Background: an optimization exercise with open tools, aiming at small area and a short achievable clock period. Do not read the settings as production practice. The RTL was checked by simulation tests, not by an equivalence proof against the original design. Power is estimated from default activity; no workload was simulated.

Setup of 01-16:
Design m2_pingpong_block_buffer, start of the top module:
module m2_pingpong_block_buffer #(
    parameter int DATA_W  = 32,
    parameter int BLK_DIM = 8
) (
    input  logic              CLOCK_I,
    input  logic              RESETN_I,
    input  logic              WR_VALID_I,
    input  logic [DATA_W-1:0] WR_DATA_I,
    output logic              WR_READY_O,
    output logic              WR_BLOCK_DONE_O,
    input  logic              RD_TRANSPOSE_I,
    output logic              RD_VALID_O,
    output logic [DATA_W-1:0] RD_DATA_O,
    output logic              RD_LAST_O,
    input  logic              RD_READY_I,
    output logic              RD_BLOCK_DONE_O,
    output logic [1:0]        BANK_FULL_O
);
export LEC_CHECK = 0
export CAP_MARGIN = 20
export CELL_PAD_IN_SITES_DETAIL_PLACEMENT = 0
export CELL_PAD_IN_SITES_GLOBAL_PLACEMENT = 0
export CORE_MARGIN = 2
export CORE_UTILIZATION = 60
export PLACE_DENSITY = 0.75
export SETUP_SLACK_MARGIN = 3.0
export SLEW_MARGIN = 20
create_clock -name core_clock -period 5.5 [get_ports {CLOCK_I}]
standard.sh (not shown) runs the stock make flow with config.mk's settings and CLKGATE_MAP_FILE= SYNTH_SCRIPT=/design/flow/synth_recipe.tcl, a recipe that flattens the netlist after the stock synthesis.
==> flow/flow/run.sh <==
#!/bin/bash
# The standard ORFS flow (the standard.sh), with these changes to how the layout is made:
#  - port buffers are buf_4 cells instead of the delay-type buffer buffer_ports picks by default;
#  - timing repair may resize a cell to any cell of the same function, not only to one of the same
#    footprint, so those buffers and the output registers' drivers can be resized;
#  - after global placement, flow/pin_regs.tcl moves each register that drives an output port
#    next to that port's buffer (detailed placement then legalizes it);
#  - clock tree synthesis clusters up to 30 sinks within 55 um per leaf buffer and spaces the
#    H-tree's buffers 250 um apart, which gives a lower insertion delay with fewer buffers.
# make's full output goes to flow_make.log here; each ORFS step logs under orfs/logs/.
set -euo pipefail
here=$(pwd)
bash standard.sh MATCH_CELL_FOOTPRINT=0 \
  "BUFFER_PORTS_ARGS=-buffer_cell sky130_fd_sc_hd__buf_4" \
  "POST_GLOBAL_PLACE_TCL=$here/flow/pin_regs.tcl" \
  "CTS_ARGS=-sink_clustering_enable -repair_clock_nets -distance_between_buffers 250 -sink_clustering_size 30 -sink_clustering_max_diameter 55" \
  finish > flow_make.log 2>&1
Other scripts of this flow, unchanged in this note and not shown: flow/flow/pin_regs.tcl
The following lists how 04-11 was set up differently from 01-16:
--- a/flow/flow/run.sh
+++ b/flow/flow/run.sh
@@ -8 +8 @@
-#  - clock tree synthesis clusters up to 30 sinks within 55 um per leaf buffer and spaces the
+#  - clock tree synthesis clusters up to 25 sinks within 55 um per leaf buffer and spaces the
@@ -16 +16 @@
-  "CTS_ARGS=-sink_clustering_enable -repair_clock_nets -distance_between_buffers 250 -sink_clustering_size 30 -sink_clustering_max_diameter 55" \
+  "CTS_ARGS=-sink_clustering_enable -repair_clock_nets -distance_between_buffers 250 -sink_clustering_size 25 -sink_clustering_max_diameter 55" \
## What came out
04-11 finished every stage and its layout cleared the timing, design-rule and antenna checks.
Total CTS buffers in 04-11 vs 01-16: up 14
04-11: footprint of the multi-input gates about 1.5% below 01-16
Status: starting utilization of the core area parity (04-11, 01-16)
Number of antenna violations at the first check in global routing down 1 in 04-11 wrt 01-16
Compared with 01-16, 04-11 has less setup slack.
Compared with 01-16, 04-11 shows number of gates resized after CTS that has gone down by a few percent.
On wire length, 01-16 and 04-11 are basically level.
As far as final instance area is concerned, 01-16 and 04-11 perform about the same.
Against 01-16, 04-11 comes in about 3.4% higher on highest ir drop seen on vdd.
04-11 and 01-16 ended up with roughly the same share of power burned in the clock network.

* * *

old:
m2_pingpong_block_buffer, a different RTL version from the one above (not shown whole).
For scale: ~4900 cells after synthesis, ~4200 flip-flops, about 76 I/O pins.
## m2_pingpong_block_buffer
module m2_pingpong_block_buffer #(
    parameter int DATA_W  = 32,
    parameter int BLK_DIM = 8
) (
    input  logic              CLOCK_I,
    input  logic              RESETN_I,
    input  logic              WR_VALID_I,
    input  logic [DATA_W-1:0] WR_DATA_I,
    output logic              WR_READY_O,
    output logic              WR_BLOCK_DONE_O,
    input  logic              RD_TRANSPOSE_I,
    output logic              RD_VALID_O,
    output logic [DATA_W-1:0] RD_DATA_O,
    output logic              RD_LAST_O,
    input  logic              RD_READY_I,
    output logic              RD_BLOCK_DONE_O,
    output logic [1:0]        BANK_FULL_O
);
Settings: LEC_CHECK=0, CAP_MARGIN=20, CELL_PAD_IN_SITES_DETAIL_PLACEMENT=0, CELL_PAD_IN_SITES_GLOBAL_PLACEMENT=0, CORE_MARGIN=2, CORE_UTILIZATION=60, PLACE_DENSITY=0.75, SETUP_SLACK_MARGIN=3.3, SLEW_MARGIN=20; clock period 5.5 ns.
==> flow/flow/run.sh <==
#!/bin/bash
# The standard ORFS flow (the standard.sh), with these changes to how the layout is made:
#  - port buffers are buf_4 cells instead of the delay-type buffer buffer_ports picks by default;
#  - timing repair may resize a cell to any cell of the same function, not only to one of the same
#    footprint, so those buffers and the output registers' drivers can be resized;
#  - after global placement, flow/pin_regs.tcl moves each output port's buffer, and the register driving it,
#    next to the port's pin (detailed placement then legalizes them);
#  - clock tree synthesis clusters up to 25 sinks within 55 um per leaf buffer and spaces the
#    H-tree's buffers 250 um apart, which gives a lower insertion delay with fewer buffers.
# make's full output goes to flow_make.log here; each ORFS step logs under orfs/logs/.
set -euo pipefail
here=$(pwd)
bash standard.sh MATCH_CELL_FOOTPRINT=0 \
  "BUFFER_PORTS_ARGS=-buffer_cell sky130_fd_sc_hd__buf_4" \
  "POST_GLOBAL_PLACE_TCL=$here/flow/pin_regs.tcl" \
  "CTS_ARGS=-sink_clustering_enable -repair_clock_nets -distance_between_buffers 250 -sink_clustering_size 25 -sink_clustering_max_diameter 55" \
  finish > flow_make.log 2>&1
Other scripts of this flow, unchanged in this note and not shown: flow/flow/pin_regs.tcl
Changes in new relative to old:
- SETUP_SLACK_MARGIN changed from 3.3 to 3.0
Notes after the runs:
Looking at actual transition at the worst max-transition pin, new sits 0.18 ns higher than old does. Delta (new minus old): power ~0 delta, clock network fraction of design power flat, global-route wire length before repair lost 1.2%, pre-CTS setup slack level. Diff new..old | combinational group share of total power | negligible. [compare] base=old new=new: highest clock rate lower, die extent in y held steady. Run comparison: new category of the critical setup timing path flop to flop; old category of the critical setup timing path flop to output port. Sequential fraction of total cell area: new higher than old. Between new and old, the sequential cell count does not differ in any meaningful way.

-- static timing again, ports no longer ideal --
The flow's constraints put no driver on any port. The routed layouts listed below were extracted and timed again, unchanged, in two steps.
Step 1 assumes that a clkbuf_16 drives the clock port and a buf_2 every other input.
Step 2 times the ports against the registers' clock, not the clock port: input delays grow and output delays shrink by t, the midpoint of the rising clock arrivals with the driver on.
Slacks: ideal ports / drivers / drivers and shift; pairs: ideal ports / drivers.
run | shift t [ns] | slack for setup (ns) | worst hold slack (ns) | latest minus earliest clock arrival (ns) | worst register clock-pin slew, ns
01-16 | 0.963 | 2.903 / 2.809 / 2.105 | 0.394 / 0.394 / 0.394 | 0.067 / 0.067 | 0.12 / 0.12
04-11 | 0.976 | 2.881 / 2.785 / 2.018 | 0.391 / 0.391 / 0.391 | 0.074 / 0.074 | 0.11 / 0.11
old | 0.967 | 2.983 / 2.913 / 2.269 | 0.387 / 0.387 / 0.387 | 0.083 / 0.082 | 0.11 / 0.11
new | 0.978 | 2.883 / 2.883 / 2.029 | 0.387 / 0.387 / 0.387 | 0.087 / 0.087 | 0.12 / 0.12
After both steps setup and hold are still met in every run listed. The setup slack of 04-11, which loses most, moves by -0.096 ns with the drivers and by -0.863 ns with both steps.
